Source: an optimization exercise on an open RTL-to-GDS flow (aim: small area). Production flows keep margins and buffers that such runs may drop. Power is estimated from default activity; no workload was simulated.

==> flow/design.v <==
`timescale 1ns / 1ps
package desa_pkg;
	localparam int SIZE_BITS_DEF = 32;
	localparam int CMD_W      = 4;
	localparam int NUM_W      = 32;
	localparam int TIER_W     = 2;
	localparam int STATUS_W   = 2;
	localparam int OFFSET_W   = 33;
	localparam int FREE_W     = 32;
	localparam int CFG_DATA_W = 32;
	localparam int CFG_IDX_W  = 1;
	localparam logic [CMD_W-1:0] CMD_ALLOC_PRI   = 4'd0;
	localparam logic [CMD_W-1:0] CMD_CLEAR_PRI   = 4'd1;
	localparam logic [CMD_W-1:0] CMD_FREE_FRONT  = 4'd2;
	localparam logic [CMD_W-1:0] CMD_FREE_REAR   = 4'd3;
	localparam logic [CMD_W-1:0] CMD_FREE_GLOBAL = 4'd4;
	localparam logic [CMD_W-1:0] CMD_SET_TIER    = 4'd5;
	localparam logic [CMD_W-1:0] CMD_ALLOC_CUR   = 4'd6;
	localparam logic [CMD_W-1:0] CMD_ALLOC_NEXT  = 4'd7;
	localparam logic [CMD_W-1:0] CMD_CLEAR_FRAME = 4'd8;
	localparam logic [CMD_W-1:0] CMD_SWAP        = 4'd9;
	localparam logic [TIER_W-1:0] TIER_GLOBAL = 2'd0;
	localparam logic [TIER_W-1:0] TIER_FRONT  = 2'd1;
	localparam logic [TIER_W-1:0] TIER_REAR   = 2'd2;
	localparam logic SIDE_FRONT = 1'b0;
	localparam logic SIDE_REAR  = 1'b1;
	localparam logic [STATUS_W-1:0] ST_OK      = 2'd0;
	localparam logic [STATUS_W-1:0] ST_NOSPACE = 2'd1;
	localparam logic [STATUS_W-1:0] ST_NOCFG   = 2'd2;
	localparam logic [CFG_IDX_W-1:0] REG_PRIMARY_SIZE = 1'd0;
	localparam logic [CFG_IDX_W-1:0] REG_FRAME_SIZE   = 1'd1;
	typedef struct packed {
		logic exec;     
		logic cfg_we;   
	} ctl_t;
endpackage
`timescale 1ns / 1ps
`timescale 1ns / 1ps
`timescale 1ns / 1ps
module double_ended_stack_allocator_core #(
	parameter int SIZE_BITS = desa_pkg::SIZE_BITS_DEF
) (
	input  logic                             clk,
	input  logic                             arst_n,
	input  logic                             cmd_valid,
	output logic                             cmd_ready,
	input  logic [desa_pkg::CMD_W-1:0]       cmd_command,
	input  logic [desa_pkg::NUM_W-1:0]       cmd_num_bytes,
	input  logic [desa_pkg::TIER_W-1:0]      cmd_tier,
	output logic                             res_valid,
	input  logic                             res_ready,
	output logic [desa_pkg::STATUS_W-1:0]    res_status,
	output logic [desa_pkg::OFFSET_W-1:0]    res_offset,
	output logic [desa_pkg::FREE_W-1:0]      res_primary_free,
	output logic [desa_pkg::FREE_W-1:0]      res_frame_free,
	input  logic                             cfg_valid,
	output logic                             cfg_ready,
	input  logic [desa_pkg::CFG_IDX_W-1:0]   cfg_index,
	input  logic [desa_pkg::CFG_DATA_W-1:0]  cfg_data
);
	typedef logic [31:0] w_t;
	localparam int ADD_BLK = 11;
	function automatic logic [32:0] add32(input logic [31:0] a, input logic [31:0] b,
			input logic ci);
		logic [32:0] s;
		logic [31:0] r;
		logic cb, c, pp;
		cb = ci;
		for (int lo = 0; lo < 32; lo += ADD_BLK) begin
			c = (lo == 0) ? ci : 1'b0;
			for (int i = lo; i < lo + ADD_BLK && i < 32; i++) begin
				r[i] = a[i] ^ b[i] ^ c;
				c = (a[i] & b[i]) | (c & (a[i] ^ b[i]));
			end
			if (lo == 0) begin
				for (int i = lo; i < lo + ADD_BLK && i < 32; i++) s[i] = r[i];
				cb = c;
			end else begin
				pp = 1'b1;
				for (int i = lo; i < lo + ADD_BLK && i < 32; i++) begin
					s[i] = r[i] ^ (cb & pp);
					pp = pp & r[i];
				end
				cb = c | (cb & pp);
			end
		end
		s[32] = cb;
		add32 = s;
	endfunction
	w_t   psize_q, fsize_q, global_q, front_q, nrear_q, ffront_q, nfrear_q;
	logic [1:0] tier_q;
	logic side_q;
	logic valid_q;
	logic pnz_q, fnz_q;
	logic [1:0] st_q;
	w_t   off_q;
	logic ofr_q;
	logic exec;
	assign cmd_ready = !valid_q || res_ready;
	assign res_valid = valid_q;
	assign cfg_ready = 1'b1;
	assign exec      = cmd_valid && cmd_ready;
	always_ff @(posedge clk or negedge arst_n) begin
		if (!arst_n) valid_q <= 1'b0;
		else if (exec) valid_q <= 1'b1;
		else if (res_ready) valid_q <= 1'b0;
	end
	logic c_apri, c_clr, c_ffront, c_frear, c_fglob, c_tier, c_afrm, c_cfrm, c_swap;
	assign c_apri   = cmd_command == 4'd0;
	assign c_clr    = cmd_command == 4'd1;
	assign c_ffront = cmd_command == 4'd2;
	assign c_frear  = cmd_command == 4'd3;
	assign c_fglob  = cmd_command == 4'd4;
	assign c_tier   = cmd_command == 4'd5;
	assign c_afrm   = cmd_command[3:1] == 3'b011;
	assign c_cfrm   = cmd_command == 4'd8;
	assign c_swap   = cmd_command == 4'd9;
	logic pcfg, fcfg, cfg_nz;
	assign pcfg   = pnz_q;
	assign fcfg   = fnz_q;
	assign cfg_nz = |cfg_data;
	w_t proom, froom;
	assign proom = ~w_t'(add32(nrear_q, front_q, 1'b0));
	assign froom = ~w_t'(add32(nfrear_q, ffront_q, 1'b0));
	assign res_primary_free = pcfg ? proom : '0;
	assign res_frame_free   = fcfg ? froom : '0;
	logic aside, t_rear, t_glob, use_rear;
	assign aside    = side_q ^ cmd_command[0];
	assign t_rear   = tier_q[1];
	assign t_glob   = ~tier_q[1] & ~tier_q[0];
	assign use_rear = c_afrm ? aside : t_rear;
	w_t room, a_in, sum;
	assign room = c_afrm ? froom : proom;
	always_comb begin
		case ({c_afrm, use_rear})
			2'b00:   a_in = front_q;
			2'b01:   a_in = nrear_q;
			2'b10:   a_in = ffront_q;
			default: a_in = nfrear_q;
		endcase
	end
	assign sum = w_t'(add32(a_in, cmd_num_bytes, 1'b0));
	logic nospace, nocfg, alloc, ok;
	assign alloc   = c_apri | c_afrm;
	assign nocfg   = c_afrm ? ~fcfg : ~pcfg;
	assign nospace = cmd_num_bytes > room;
	assign ok      = alloc & ~nocfg & ~nospace;
	logic pri_ok, frm_ok;
	assign pri_ok = exec & c_apri & pcfg & ~nospace;
	assign frm_ok = exec & c_afrm & fcfg & ~nospace;
	always_ff @(posedge clk) begin
		if (exec) begin
			st_q  <= alloc ? {nocfg, ~nocfg & nospace} : 2'b00;
			off_q <= ok ? (use_rear ? ~sum : a_in) : '0;
			ofr_q <= ok & c_afrm & pnz_q;
		end
	end
	assign res_status = st_q;
	assign res_offset = add32(off_q, ofr_q ? psize_q : 32'd0, 1'b0);
	logic pcfg_we, fcfg_we;
	assign pcfg_we = cfg_valid & ~cfg_index[0];
	assign fcfg_we = cfg_valid &  cfg_index[0];
	w_t psize_d, fsize_d;
	assign psize_d = pcfg_we ? cfg_data : psize_q;
	assign fsize_d = fcfg_we ? cfg_data : fsize_q;
	logic p_zero, p_rear_sz, p_front_gl;
	assign p_zero     = pcfg_we | (exec & c_clr);
	assign p_rear_sz  = pcfg_we | (exec & (c_clr | c_frear | c_fglob));
	assign p_front_gl = exec & (c_ffront | c_fglob | (c_tier & cmd_tier == 2'd0));
	always_ff @(posedge clk or negedge arst_n) begin
		if (!arst_n) pnz_q <= 1'b0;
		else if (pcfg_we) pnz_q <= cfg_nz;
	end
	always_ff @(posedge clk) psize_q <= psize_d;
	always_ff @(posedge clk) begin
		if (p_zero) global_q <= '0;
		else if (pri_ok & t_glob) global_q <= sum;
		if (p_zero) front_q <= '0;
		else if (p_front_gl) front_q <= global_q;
		else if (pri_ok & ~t_rear) front_q <= sum;
		if (p_rear_sz) nrear_q <= ~psize_d;
		else if (pri_ok & t_rear) nrear_q <= sum;
		if (pcfg_we) tier_q <= 2'd0;
		else if (exec & c_tier & cmd_tier != 2'd3) tier_q <= cmd_tier;
	end
	logic f_front0, f_rear_sz;
	assign f_front0  = fcfg_we | (exec & (c_cfrm | (c_swap & fcfg & ~side_q)));
	assign f_rear_sz = fcfg_we | (exec & (c_cfrm | (c_swap & fcfg & side_q)));
	always_ff @(posedge clk or negedge arst_n) begin
		if (!arst_n) fnz_q <= 1'b0;
		else if (fcfg_we) fnz_q <= cfg_nz;
	end
	always_ff @(posedge clk) fsize_q <= fsize_d;
	always_ff @(posedge clk) begin
		if (f_front0) ffront_q <= '0;
		else if (frm_ok & ~aside) ffront_q <= sum;
		if (f_rear_sz) nfrear_q <= ~fsize_d;
		else if (frm_ok & aside) nfrear_q <= sum;
		if (fcfg_we) side_q <= 1'b0;
		else if (exec & c_swap & fcfg) side_q <= ~side_q;
	end
endmodule
Settings: LEC_CHECK=0, CAP_MARGIN=20, CORE_MARGIN=2, CORE_UTILIZATION=40, SLEW_MARGIN=20; clock period 11.0 ns.
standard.sh (not shown) runs the stock make flow with config.mk's settings and CLKGATE_MAP_FILE= SYNTH_SCRIPT=/design/flow/synth_recipe.tcl, a recipe that flattens the netlist after the stock synthesis.
==> flow/flow/run.sh <==
#!/bin/bash
# The standard layout (the standard.sh: standard synthesis, floorplan,
# power grid, placement, CTS, routing), with one change: the buffer that
# port buffering puts on every input and output port is the platform's
# smallest buffer, sky130_fd_sc_hd__buf_1, instead of the one the resizer
# picks by itself. Repair still resizes any port buffer that needs it.
set -euo pipefail
export BUFFER_PORTS_ARGS="-buffer_cell sky130_fd_sc_hd__buf_1"
bash standard.sh finish > standard.log 2>&1
Then changed:
--- a/flow/design.v
+++ b/flow/design.v
@@ -84,17 +84,17 @@
 				cb = c | (cb & pp);
 			end
 		end
 		s[32] = cb;
 		add32 = s;
 	endfunction
-	w_t   psize_q, fsize_q, global_q, front_q, nrear_q, ffront_q, nfrear_q;
+	w_t   psize_q, fsize_q, global_q, front_q, rear_q, ffront_q, frear_q;
 	logic [1:0] tier_q;
 	logic side_q;
 	logic valid_q;
-	logic pnz_q, fnz_q;
+	logic pset_q, fset_q;
 	logic [1:0] st_q;
 	w_t   off_q;
 	logic ofr_q;
 	logic exec;
 	assign cmd_ready = !valid_q || res_ready;
 	assign res_valid = valid_q;
@@ -112,34 +112,33 @@
 	assign c_frear  = cmd_command == 4'd3;
 	assign c_fglob  = cmd_command == 4'd4;
 	assign c_tier   = cmd_command == 4'd5;
 	assign c_afrm   = cmd_command[3:1] == 3'b011;
 	assign c_cfrm   = cmd_command == 4'd8;
 	assign c_swap   = cmd_command == 4'd9;
-	logic pcfg, fcfg, cfg_nz;
-	assign pcfg   = pnz_q;
-	assign fcfg   = fnz_q;
-	assign cfg_nz = |cfg_data;
+	logic pcfg, fcfg;
+	assign pcfg = pset_q & (|psize_q);
+	assign fcfg = fset_q & (|fsize_q);
 	w_t proom, froom;
-	assign proom = ~w_t'(add32(nrear_q, front_q, 1'b0));
-	assign froom = ~w_t'(add32(nfrear_q, ffront_q, 1'b0));
+	assign proom = w_t'(add32(rear_q, ~front_q, 1'b1));
+	assign froom = w_t'(add32(frear_q, ~ffront_q, 1'b1));
 	assign res_primary_free = pcfg ? proom : '0;
 	assign res_frame_free   = fcfg ? froom : '0;
 	logic aside, t_rear, t_glob, use_rear;
 	assign aside    = side_q ^ cmd_command[0];
 	assign t_rear   = tier_q[1];
 	assign t_glob   = ~tier_q[1] & ~tier_q[0];
 	assign use_rear = c_afrm ? aside : t_rear;
 	w_t room, a_in, sum;
 	assign room = c_afrm ? froom : proom;
 	always_comb begin
 		case ({c_afrm, use_rear})
 			2'b00:   a_in = front_q;
-			2'b01:   a_in = nrear_q;
+			2'b01:   a_in = ~rear_q;
 			2'b10:   a_in = ffront_q;
-			default: a_in = nfrear_q;
+			default: a_in = ~frear_q;
 		endcase
 	end
 	assign sum = w_t'(add32(a_in, cmd_num_bytes, 1'b0));
 	logic nospace, nocfg, alloc, ok;
 	assign alloc   = c_apri | c_afrm;
 	assign nocfg   = c_afrm ? ~fcfg : ~pcfg;
@@ -149,13 +148,13 @@
 	assign pri_ok = exec & c_apri & pcfg & ~nospace;
 	assign frm_ok = exec & c_afrm & fcfg & ~nospace;
 	always_ff @(posedge clk) begin
 		if (exec) begin
 			st_q  <= alloc ? {nocfg, ~nocfg & nospace} : 2'b00;
 			off_q <= ok ? (use_rear ? ~sum : a_in) : '0;
-			ofr_q <= ok & c_afrm & pnz_q;
+			ofr_q <= ok & c_afrm & pset_q;
 		end
 	end
 	assign res_status = st_q;
 	assign res_offset = add32(off_q, ofr_q ? psize_q : 32'd0, 1'b0);
 	logic pcfg_we, fcfg_we;
 	assign pcfg_we = cfg_valid & ~cfg_index[0];
@@ -165,38 +164,38 @@
 	assign fsize_d = fcfg_we ? cfg_data : fsize_q;
 	logic p_zero, p_rear_sz, p_front_gl;
 	assign p_zero     = pcfg_we | (exec & c_clr);
 	assign p_rear_sz  = pcfg_we | (exec & (c_clr | c_frear | c_fglob));
 	assign p_front_gl = exec & (c_ffront | c_fglob | (c_tier & cmd_tier == 2'd0));
 	always_ff @(posedge clk or negedge arst_n) begin
-		if (!arst_n) pnz_q <= 1'b0;
-		else if (pcfg_we) pnz_q <= cfg_nz;
+		if (!arst_n) pset_q <= 1'b0;
+		else if (pcfg_we) pset_q <= 1'b1;
 	end
 	always_ff @(posedge clk) psize_q <= psize_d;
 	always_ff @(posedge clk) begin
 		if (p_zero) global_q <= '0;
 		else if (pri_ok & t_glob) global_q <= sum;
 		if (p_zero) front_q <= '0;
 		else if (p_front_gl) front_q <= global_q;
 		else if (pri_ok & ~t_rear) front_q <= sum;
-		if (p_rear_sz) nrear_q <= ~psize_d;
-		else if (pri_ok & t_rear) nrear_q <= sum;
+		if (p_rear_sz) rear_q <= psize_d;
+		else if (pri_ok & t_rear) rear_q <= ~sum;
 		if (pcfg_we) tier_q <= 2'd0;
 		else if (exec & c_tier & cmd_tier != 2'd3) tier_q <= cmd_tier;
 	end
 	logic f_front0, f_rear_sz;
 	assign f_front0  = fcfg_we | (exec & (c_cfrm | (c_swap & fcfg & ~side_q)));
 	assign f_rear_sz = fcfg_we | (exec & (c_cfrm | (c_swap & fcfg & side_q)));
 	always_ff @(posedge clk or negedge arst_n) begin
-		if (!arst_n) fnz_q <= 1'b0;
-		else if (fcfg_we) fnz_q <= cfg_nz;
+		if (!arst_n) fset_q <= 1'b0;
+		else if (fcfg_we) fset_q <= 1'b1;
 	end
 	always_ff @(posedge clk) fsize_q <= fsize_d;
 	always_ff @(posedge clk) begin
 		if (f_front0) ffront_q <= '0;
 		else if (frm_ok & ~aside) ffront_q <= sum;
-		if (f_rear_sz) nfrear_q <= ~fsize_d;
-		else if (frm_ok & aside) nfrear_q <= sum;
+		if (f_rear_sz) frear_q <= fsize_d;
+		else if (frm_ok & aside) frear_q <= ~sum;
 		if (fcfg_we) side_q <= 1'b0;
 		else if (exec & c_swap & fcfg) side_q <= ~side_q;
 	end
 endmodule
Total power climbs by 10%.
Routed wire length falls by 9.5%.
First-iteration DRC count increases by 7.3%.
Worst setup slack improved by 0.50 ns.
Count of clock-buffer cells in the layout drops by 17.
Synthesized area came out lower by 0.97%.
Die area went down by 0.96%.
Worst hold slack is better by 0.0058 ns.
Sequential cell count is unchanged.
Cell count is lower by 3.1%.
Function was not checked in any run of this note: the RTL went through the layout flow alone.

==> port drivers added, routing unchanged <==
No port has a modelled driver above. Below, the same layouts with a new extraction and two added sets of constraints. Step 1, drivers: a clkbuf_16 drives clk and a buf_2 each remaining input, both assumed. Step 2 adds t to the input delays and takes it off the output delays; t is the mean of the earliest and latest rising clock arrival at the registers after step 1. Input paths then give back, and output paths get back, about the clock's delay inside the block. a / b / c = ideal / step 1 / step 2; a / b = the first two.
run | t, ns | slack for setup (ns) | hold WS [ns]
the first run | 0.622 | 0.628 / 0.628 / 0.628 | 0.455 / 0.455 / 0.455
the second run | 0.615 | 1.129 / 1.155 / 0.540 | 0.461 / 0.461 / 0.461
After both steps setup and hold are still met in every run listed. For the second run, which loses most, drivers alone change the setup slack by +0.026 ns; drivers and shift together by -0.589 ns.
